This is an optimization exercise on Yosys and OpenROAD, whose aim is small area, a short achievable clock period and few clock cycles per item, not a production implementation. Power is estimated from default activity; no workload was simulated.

==> flow/design.v <==
module ram_sp_rsp #(
  parameter int AW    = 9,
  parameter int DW    = 8,
  parameter int DEPTH = 384,
  parameter int CW    = 16,
  parameter int RQ    = 5,     
  parameter int K     = 4,     
  parameter int NP    = 8      
) (
  input  logic          clk,
  input  logic          reset,
  input  logic          req_valid,
  output logic          req_ready,
  input  logic          req_we,
  input  logic          req_oe,
  input  logic [AW-1:0] req_addr,
  input  logic [DW-1:0] req_wdata,
  output logic          rsp_valid,
  input  logic          rsp_ready,
  output logic [DW-1:0] rsp_rdata,
  output logic          rsp_err,
  output logic [CW-1:0] wr_cnt,
  output logic [CW-1:0] rd_cnt
);
  localparam int KW  = 2;                     
  localparam int NR  = DEPTH / K;             
  localparam int RG  = (NR + 7) / 8;          
  localparam int CAP = RQ + 1;                
  localparam int OW  = $clog2(CAP + 1);
  localparam int PW  = $clog2(RQ);
  localparam int NW  = $clog2(NP + 1);
  logic          r_v;
  logic          r_we;
  logic          r_oe;
  logic          r_inr;
  logic [AW-1:0] r_addr;
  logic [DW-1:0] r_wdata;
  logic [NR-1:0] r_rs;          
  logic          r_s_el;        
  logic          r_h_v;
  logic [DW-1:0] r_h_d;
  logic          r_h_e;
  logic [DW-1:0] r_q_d [RQ];
  logic          r_q_e [RQ];
  logic [PW-1:0] r_q_wp;
  logic [PW-1:0] r_q_rp;
  logic [OW-1:0] r_q_n;
  logic          w_q_wr;
  logic          r_rdy;
  logic [OW-1:0] r_out;         
  logic [CW-1:0] r_wr_cnt;
  logic [CW-1:0] r_rd_cnt;
  logic          w_acc;
  logic          w_inr;
  logic          w_acc_wr;
  logic          w_acc_rd;
  logic          w_pop;
  logic          w_s_wr;
  logic          w_s_rd;
  logic [KW-1:0] r_ph;
  logic [KW-1:0] w_el_nx;       
  logic [KW-1:0] w_el_nx2;      
  logic [DW-1:0] r_ring [NR][K];
  logic          r_c_v;
  logic [DW-1:0] r_c_d;
  logic [RG-1:0] r_c_rh;        
  logic [7:0]    r_c_rl;
  logic          r_c_from_s;    
  logic [NP-1:0] r_c_sel;       
  logic          r_s_hit;       
  logic [NP-1:0] r_p_v;
  logic [NP-1:0] r_p_v2;
  logic [AW-1:0] r_p_a [NP];
  logic [DW-1:0] r_p_d [NP];
  logic [NP-1:0] r_p_hit;       
  logic [NP-1:0] r_p_elq;       
  assign w_inr     = {1'b0, req_addr} < (AW + 1)'(DEPTH);
  assign req_ready = r_rdy && !reset;
  assign w_acc     = req_valid && req_ready;
  assign w_acc_wr  = w_acc && req_we && w_inr;
  assign w_acc_rd  = w_acc && !req_we && req_oe;
  assign w_pop     = r_h_v && rsp_ready;
  assign w_s_wr    = r_v && r_we && r_inr;
  assign w_s_rd    = r_v && !r_we && r_oe;
  assign w_el_nx   = ~(r_ph + 2'd1);
  assign w_el_nx2  = ~(r_ph + 2'd2);
  logic [NP-1:0] w_p_v;
  logic [AW-1:0] w_p_a_nx [NP];   
  assign w_p_v = r_p_v & r_p_v2;
  always_comb begin
    for (int i = 0; i < NP; i++) begin
      w_p_a_nx[i] = w_p_v[i] ? r_p_a[i] : r_addr;
    end
  end
  always_ff @(posedge clk) begin
    r_v     <= w_acc;
    r_we    <= req_we;
    r_oe    <= req_oe;
    r_inr   <= w_inr;
    r_addr  <= req_addr;
    r_wdata <= req_wdata;
    for (int i = 0; i < NR; i++) r_rs[i] <= req_addr[AW-1:KW] == (AW - KW)'(i);
    r_s_el  <= req_addr[KW-1:0] == w_el_nx2;
    r_s_hit <= req_addr == r_addr;
    for (int i = 0; i < NP; i++) begin
      r_p_hit[i] <= req_addr == w_p_a_nx[i];
      r_p_elq[i] <= w_p_a_nx[i][KW-1:0] == w_el_nx2;
    end
  end
  always_ff @(posedge clk) begin
    r_ph <= r_ph + 1'b1;
  end
  for (genvar gr = 0; gr < NR; gr++) begin : g_ring
    always_ff @(posedge clk) begin
      r_ring[gr][0] <= (r_c_rh[gr / 8] && r_c_rl[gr % 8]) ? r_c_d : r_ring[gr][K-1];
      for (int p = 1; p < K; p++) begin
        r_ring[gr][p] <= r_ring[gr][p-1];
      end
    end
  end
  logic [NP-1:0] w_m;           
  logic [NP-1:0] w_el;          
  logic [NP-1:0] w_sel;         
  logic [NP-1:0] w_free_sel;    
  logic          w_any_el;
  logic          w_m_sel;
  logic          w_alloc;
  logic [AW-1:0] w_sel_a;
  logic [DW-1:0] w_sel_d;
  assign w_m  = w_p_v & r_p_hit;
  assign w_el = w_p_v & r_p_elq;
  always_comb begin
    w_sel      = '0;
    w_free_sel = '0;
    w_sel_a    = '0;
    w_sel_d    = '0;
    for (int i = NP - 1; i >= 0; i--) begin
      if (w_el[i])   w_sel      = NP'(1) << i;
      if (!w_p_v[i]) w_free_sel = NP'(1) << i;
    end
    for (int i = 0; i < NP; i++) begin
      w_sel_a = w_sel_a | (r_p_a[i] & {AW{w_sel[i]}});
      w_sel_d = w_sel_d | (r_p_d[i] & {DW{w_sel[i]}});
    end
  end
  assign w_any_el = |w_el;
  assign w_m_sel  = |(w_m & w_sel);
  assign w_alloc  = w_s_wr && !(|w_m) && (w_any_el || !r_s_el);
  always_ff @(posedge clk) begin
    if (w_any_el) begin
      r_c_v      <= 1'b1;
      r_c_d      <= (w_s_wr && w_m_sel) ? r_wdata : w_sel_d;
      for (int i = 0; i < RG; i++) r_c_rh[i] <= w_sel_a[AW-1:KW+3] == (AW - KW - 3)'(i);
      for (int i = 0; i < 8; i++)  r_c_rl[i] <= w_sel_a[KW+2:KW] == 3'(i);
      r_c_from_s <= 1'b0;
      r_c_sel    <= w_sel;
    end else if (w_s_wr && r_s_el) begin
      r_c_v      <= 1'b1;
      r_c_d      <= r_wdata;
      for (int i = 0; i < RG; i++) r_c_rh[i] <= r_addr[AW-1:KW+3] == (AW - KW - 3)'(i);
      for (int i = 0; i < 8; i++)  r_c_rl[i] <= r_addr[KW+2:KW] == 3'(i);
      r_c_from_s <= 1'b1;
      r_c_sel    <= '0;
    end else begin
      r_c_v      <= 1'b0;
      r_c_rh     <= '0;
    end
  end
  for (genvar gi = 0; gi < NP; gi++) begin : g_pool
    always_ff @(posedge clk) begin
      if (w_sel[gi]) begin
        r_p_v[gi]  <= 1'b0;
        r_p_v2[gi] <= 1'b0;
      end else if (w_alloc && w_free_sel[gi]) begin
        r_p_v[gi]  <= 1'b1;
        r_p_v2[gi] <= 1'b1;
      end
      if (!w_p_v[gi]) begin
        r_p_a[gi] <= r_addr;
      end
      if (!w_p_v[gi] || (w_s_wr && w_m[gi])) begin
        r_p_d[gi] <= r_wdata;
      end
    end
  end
  logic [DW-1:0] w_col [K];
  logic          w_c_hit;
  logic          w_fwd;
  logic [DW-1:0] w_fwd_d;
  assign w_c_hit = r_c_v && (r_c_from_s ? r_s_hit : |(r_c_sel & r_p_hit));
  assign w_fwd   = w_c_hit || (|w_m);
  always_comb begin
    for (int p = 0; p < K; p++) begin
      w_col[p] = '0;
      for (int r = 0; r < NR; r++) begin
        w_col[p] = w_col[p] | (r_ring[r][p] & {DW{r_rs[r]}});
      end
    end
    w_fwd_d = r_c_d & {DW{w_c_hit}};
    for (int i = 0; i < NP; i++) begin
      w_fwd_d = w_fwd_d | (r_p_d[i] & {DW{w_m[i]}});
    end
  end
  logic          r_r_v;
  logic          r_r_inr;
  logic [K-1:0]  r_r_pos;       
  logic [DW-1:0] r_r_fwd_d;     
  logic [DW-1:0] r_r_col [K];
  logic          w_push;
  logic [DW-1:0] w_s_d;
  always_ff @(posedge clk) begin
    r_r_v     <= w_s_rd && !reset;
    r_r_inr   <= r_inr;
    for (int p = 0; p < K; p++) r_r_pos[p] <= r_addr[KW-1:0] + r_ph == KW'(p) && !w_fwd && r_inr;
    r_r_fwd_d <= (w_fwd && r_inr) ? w_fwd_d : '0;
    for (int p = 0; p < K; p++) r_r_col[p] <= w_col[p];
  end
  always_comb begin
    w_s_d = r_r_fwd_d;
    for (int p = 0; p < K; p++) begin
      w_s_d = w_s_d | (r_r_col[p] & {DW{r_r_pos[p]}});
    end
  end
  assign w_push = r_r_v && !reset;
  logic [NP-1:0] w_srt;
  logic          w_p_ok0;       
  logic          w_p_ok1;       
  logic          w_p_ok;
  logic          w_o_ok;
  always_comb begin
    w_srt = w_p_v;
    for (int k = 0; k < NP; k++) begin
      for (int i = k % 2; i + 1 < NP; i += 2) begin
        {w_srt[i + 1], w_srt[i]} = {w_srt[i + 1] | w_srt[i], w_srt[i + 1] & w_srt[i]};
      end
    end
  end
  always_comb begin
    case ({w_s_wr, w_any_el})
      2'b10:   begin w_p_ok0 = !w_srt[1]; w_p_ok1 = !w_srt[2]; end
      2'b01:   begin w_p_ok0 = 1'b1;      w_p_ok1 = !w_srt[0]; end
      default: begin w_p_ok0 = !w_srt[0]; w_p_ok1 = !w_srt[1]; end
    endcase
  end
  assign w_p_ok = w_acc_wr ? w_p_ok1 : w_p_ok0;
  assign w_o_ok = (w_acc_rd && !w_pop) ? (r_out < OW'(CAP - 1)) :
                  (!w_acc_rd && w_pop) ? 1'b1 : (r_out < OW'(CAP));
  always_ff @(posedge clk) begin
    if (reset) begin
      r_rdy    <= 1'b1;
      r_out    <= '0;
      r_wr_cnt <= '0;
      r_rd_cnt <= '0;
    end else begin
      r_rdy    <= w_o_ok && w_p_ok;
      r_out    <= r_out + OW'(w_acc_rd) - OW'(w_pop);
      if (w_acc_wr) r_wr_cnt <= r_wr_cnt + 1'b1;
      if (w_acc_rd) r_rd_cnt <= r_rd_cnt + 1'b1;
    end
  end
  assign w_q_wr = w_push && ((r_h_v && !w_pop) || r_q_n != '0);
  always_ff @(posedge clk) begin
    if (reset) begin
      r_h_v  <= 1'b0;
      r_h_d  <= '0;
      r_h_e  <= 1'b0;
      r_q_wp <= '0;
      r_q_rp <= '0;
      r_q_n  <= '0;
    end else begin
      if (!r_h_v || w_pop) begin
        if (r_q_n != '0) begin
          r_h_v  <= 1'b1;
          r_h_d  <= r_q_d[r_q_rp];
          r_h_e  <= r_q_e[r_q_rp];
          r_q_rp <= (r_q_rp == PW'(RQ - 1)) ? '0 : r_q_rp + 1'b1;
          if (!w_push) r_q_n <= r_q_n - 1'b1;
        end else begin
          r_h_v <= w_push;
          r_h_d <= w_push ? w_s_d : '0;
          r_h_e <= w_push && !r_r_inr;
        end
      end else if (w_push) begin
        r_q_n <= r_q_n + 1'b1;
      end
      if (w_q_wr) begin
        r_q_wp <= (r_q_wp == PW'(RQ - 1)) ? '0 : r_q_wp + 1'b1;
      end
    end
  end
  for (genvar gi = 0; gi < RQ; gi++) begin : g_q
    always_ff @(posedge clk) begin
      if (w_q_wr && r_q_wp == PW'(gi)) begin
        r_q_d[gi] <= w_s_d;
        r_q_e[gi] <= !r_r_inr;
      end
    end
  end
  assign rsp_valid = r_h_v;
  assign rsp_rdata = r_h_d;
  assign rsp_err   = r_h_e;
  assign wr_cnt    = r_wr_cnt;
  assign rd_cnt    = r_rd_cnt;
endmodule
make LEC_CHECK=0 ABC_CLOCK_PERIOD_IN_PS=2500 CAP_MARGIN=20 CORE_MARGIN=2 CORE_UTILIZATION=35 CTS_BUF_LIST=sky130_fd_sc_hd__clkbuf_16 CTS_CLUSTER_DIAMETER=80 CTS_CLUSTER_SIZE=24 SETUP_SLACK_MARGIN=2.5 SLEW_MARGIN=20 finish   # period 5.0 ns
run.sh (not shown) runs the stock make flow with config.mk's settings and CLKGATE_MAP_FILE= SYNTH_SCRIPT=/design/flow/synth_recipe.tcl, a recipe that flattens the netlist after the stock synthesis.
Next try:
--- a/flow/design.v
+++ b/flow/design.v
@@ -146,25 +146,21 @@
   assign w_any_el = |w_el;
   assign w_m_sel  = |(w_m & w_sel);
   assign w_alloc  = w_s_wr && !(|w_m) && (w_any_el || !r_s_el);
   always_ff @(posedge clk) begin
+    r_c_sel    <= w_sel;
+    r_c_from_s <= !w_any_el;
     if (w_any_el) begin
-      r_c_v      <= 1'b1;
-      r_c_d      <= (w_s_wr && w_m_sel) ? r_wdata : w_sel_d;
+      r_c_v <= 1'b1;
+      r_c_d <= (w_s_wr && w_m_sel) ? r_wdata : w_sel_d;
       for (int i = 0; i < RG; i++) r_c_rh[i] <= w_sel_a[AW-1:KW+3] == (AW - KW - 3)'(i);
       for (int i = 0; i < 8; i++)  r_c_rl[i] <= w_sel_a[KW+2:KW] == 3'(i);
-      r_c_from_s <= 1'b0;
-      r_c_sel    <= w_sel;
-    end else if (w_s_wr && r_s_el) begin
-      r_c_v      <= 1'b1;
-      r_c_d      <= r_wdata;
-      for (int i = 0; i < RG; i++) r_c_rh[i] <= r_addr[AW-1:KW+3] == (AW - KW - 3)'(i);
-      for (int i = 0; i < 8; i++)  r_c_rl[i] <= r_addr[KW+2:KW] == 3'(i);
-      r_c_from_s <= 1'b1;
-      r_c_sel    <= '0;
     end else begin
-      r_c_v      <= 1'b0;
-      r_c_rh     <= '0;
+      r_c_v <= w_s_wr && r_s_el;
+      r_c_d <= r_wdata;
+      for (int i = 0; i < RG; i++) r_c_rh[i] <= w_s_wr && r_s_el &&
+                                                r_addr[AW-1:KW+3] == (AW - KW - 3)'(i);
+      for (int i = 0; i < 8; i++)  r_c_rl[i] <= r_addr[KW+2:KW] == 3'(i);
     end
   end
   for (genvar gi = 0; gi < NP; gi++) begin : g_pool
     always_ff @(posedge clk) begin
@@ -182,19 +178,21 @@
         r_p_d[gi] <= r_wdata;
       end
     end
   end
-  logic [DW-1:0] w_col [K];
+  logic [DW-1:0] w_col [2*K];    
   logic          w_c_hit;
   logic          w_fwd;
   logic [DW-1:0] w_fwd_d;
   assign w_c_hit = r_c_v && (r_c_from_s ? r_s_hit : |(r_c_sel & r_p_hit));
   assign w_fwd   = w_c_hit || (|w_m);
   always_comb begin
     for (int p = 0; p < K; p++) begin
-      w_col[p] = '0;
-      for (int r = 0; r < NR; r++) begin
-        w_col[p] = w_col[p] | (r_ring[r][p] & {DW{r_rs[r]}});
+      for (int h = 0; h < 2; h++) begin
+        w_col[2*p+h] = '0;
+        for (int r = h * NR / 2; r < (h + 1) * NR / 2; r++) begin
+          w_col[2*p+h] = w_col[2*p+h] | (r_ring[r][p] & {DW{r_rs[r]}});
+        end
       end
     end
     w_fwd_d = r_c_d & {DW{w_c_hit}};
     for (int i = 0; i < NP; i++) begin
@@ -204,22 +202,22 @@
   logic          r_r_v;
   logic          r_r_inr;
   logic [K-1:0]  r_r_pos;       
   logic [DW-1:0] r_r_fwd_d;     
-  logic [DW-1:0] r_r_col [K];
+  logic [DW-1:0] r_r_col [2*K];
   logic          w_push;
   logic [DW-1:0] w_s_d;
   always_ff @(posedge clk) begin
     r_r_v     <= w_s_rd && !reset;
     r_r_inr   <= r_inr;
     for (int p = 0; p < K; p++) r_r_pos[p] <= r_addr[KW-1:0] + r_ph == KW'(p) && !w_fwd && r_inr;
     r_r_fwd_d <= (w_fwd && r_inr) ? w_fwd_d : '0;
-    for (int p = 0; p < K; p++) r_r_col[p] <= w_col[p];
+    for (int p = 0; p < 2 * K; p++) r_r_col[p] <= w_col[p];
   end
   always_comb begin
     w_s_d = r_r_fwd_d;
     for (int p = 0; p < K; p++) begin
-      w_s_d = w_s_d | (r_r_col[p] & {DW{r_r_pos[p]}});
+      w_s_d = w_s_d | ((r_r_col[2*p] | r_r_col[2*p+1]) & {DW{r_r_pos[p]}});
     end
   end
   assign w_push = r_r_v && !reset;
   logic [NP-1:0] w_srt;
Effect: The new run ran to the end with no violations. Utilization goes down by 0.21 points. Setup slack got worse by 120 ps. Total power came out lower by 7.9%. Sequential cell count is higher by 32. Die area rose by 0.73%. Non-clock buffer count rose by 18. Routed wire length shrinks by 22%. Worst hold slack gains 20 ps. Via count came out lower by 7.6%. Design area grows by 0.37%. Fmax drops by 4.1%.
No functional check of the RTL was part of any run of this note.

afterwards: timing with drivers on the ports:
Ports are ideal in the flow. The routed layouts listed here were re-timed in OpenROAD. Step 1, drivers: a clkbuf_16 drives clk and a buf_2 each remaining input, both assumed. Step 2 adds t to the input delays and takes it off the output delays; t is the mean of the earliest and latest rising clock arrival at the registers after step 1. Input paths then give back, and output paths get back, about the clock's delay inside the block. a / b / c = no drivers / after step 1 / after step 2; a / b = the first two.
| run | t, ns | setup slack, ns | worst setup path at the end | clock arrival spread, ns | worst register clock-pin slew, ns |
|---|---|---|---|---|---|
| the first run | 0.990 | 2.273 / 2.273 / 1.659 | input to register | 0.119 / 0.119 | 0.11 / 0.11 |
| the second run | 0.985 | 2.155 / 2.057 / 1.477 | input to register | 0.095 / 0.095 | 0.10 / 0.10 |
After both steps every run listed still meets setup and hold. For the second run, which loses most, drivers alone change the setup slack by -0.098 ns; drivers and shift together by -0.678 ns.
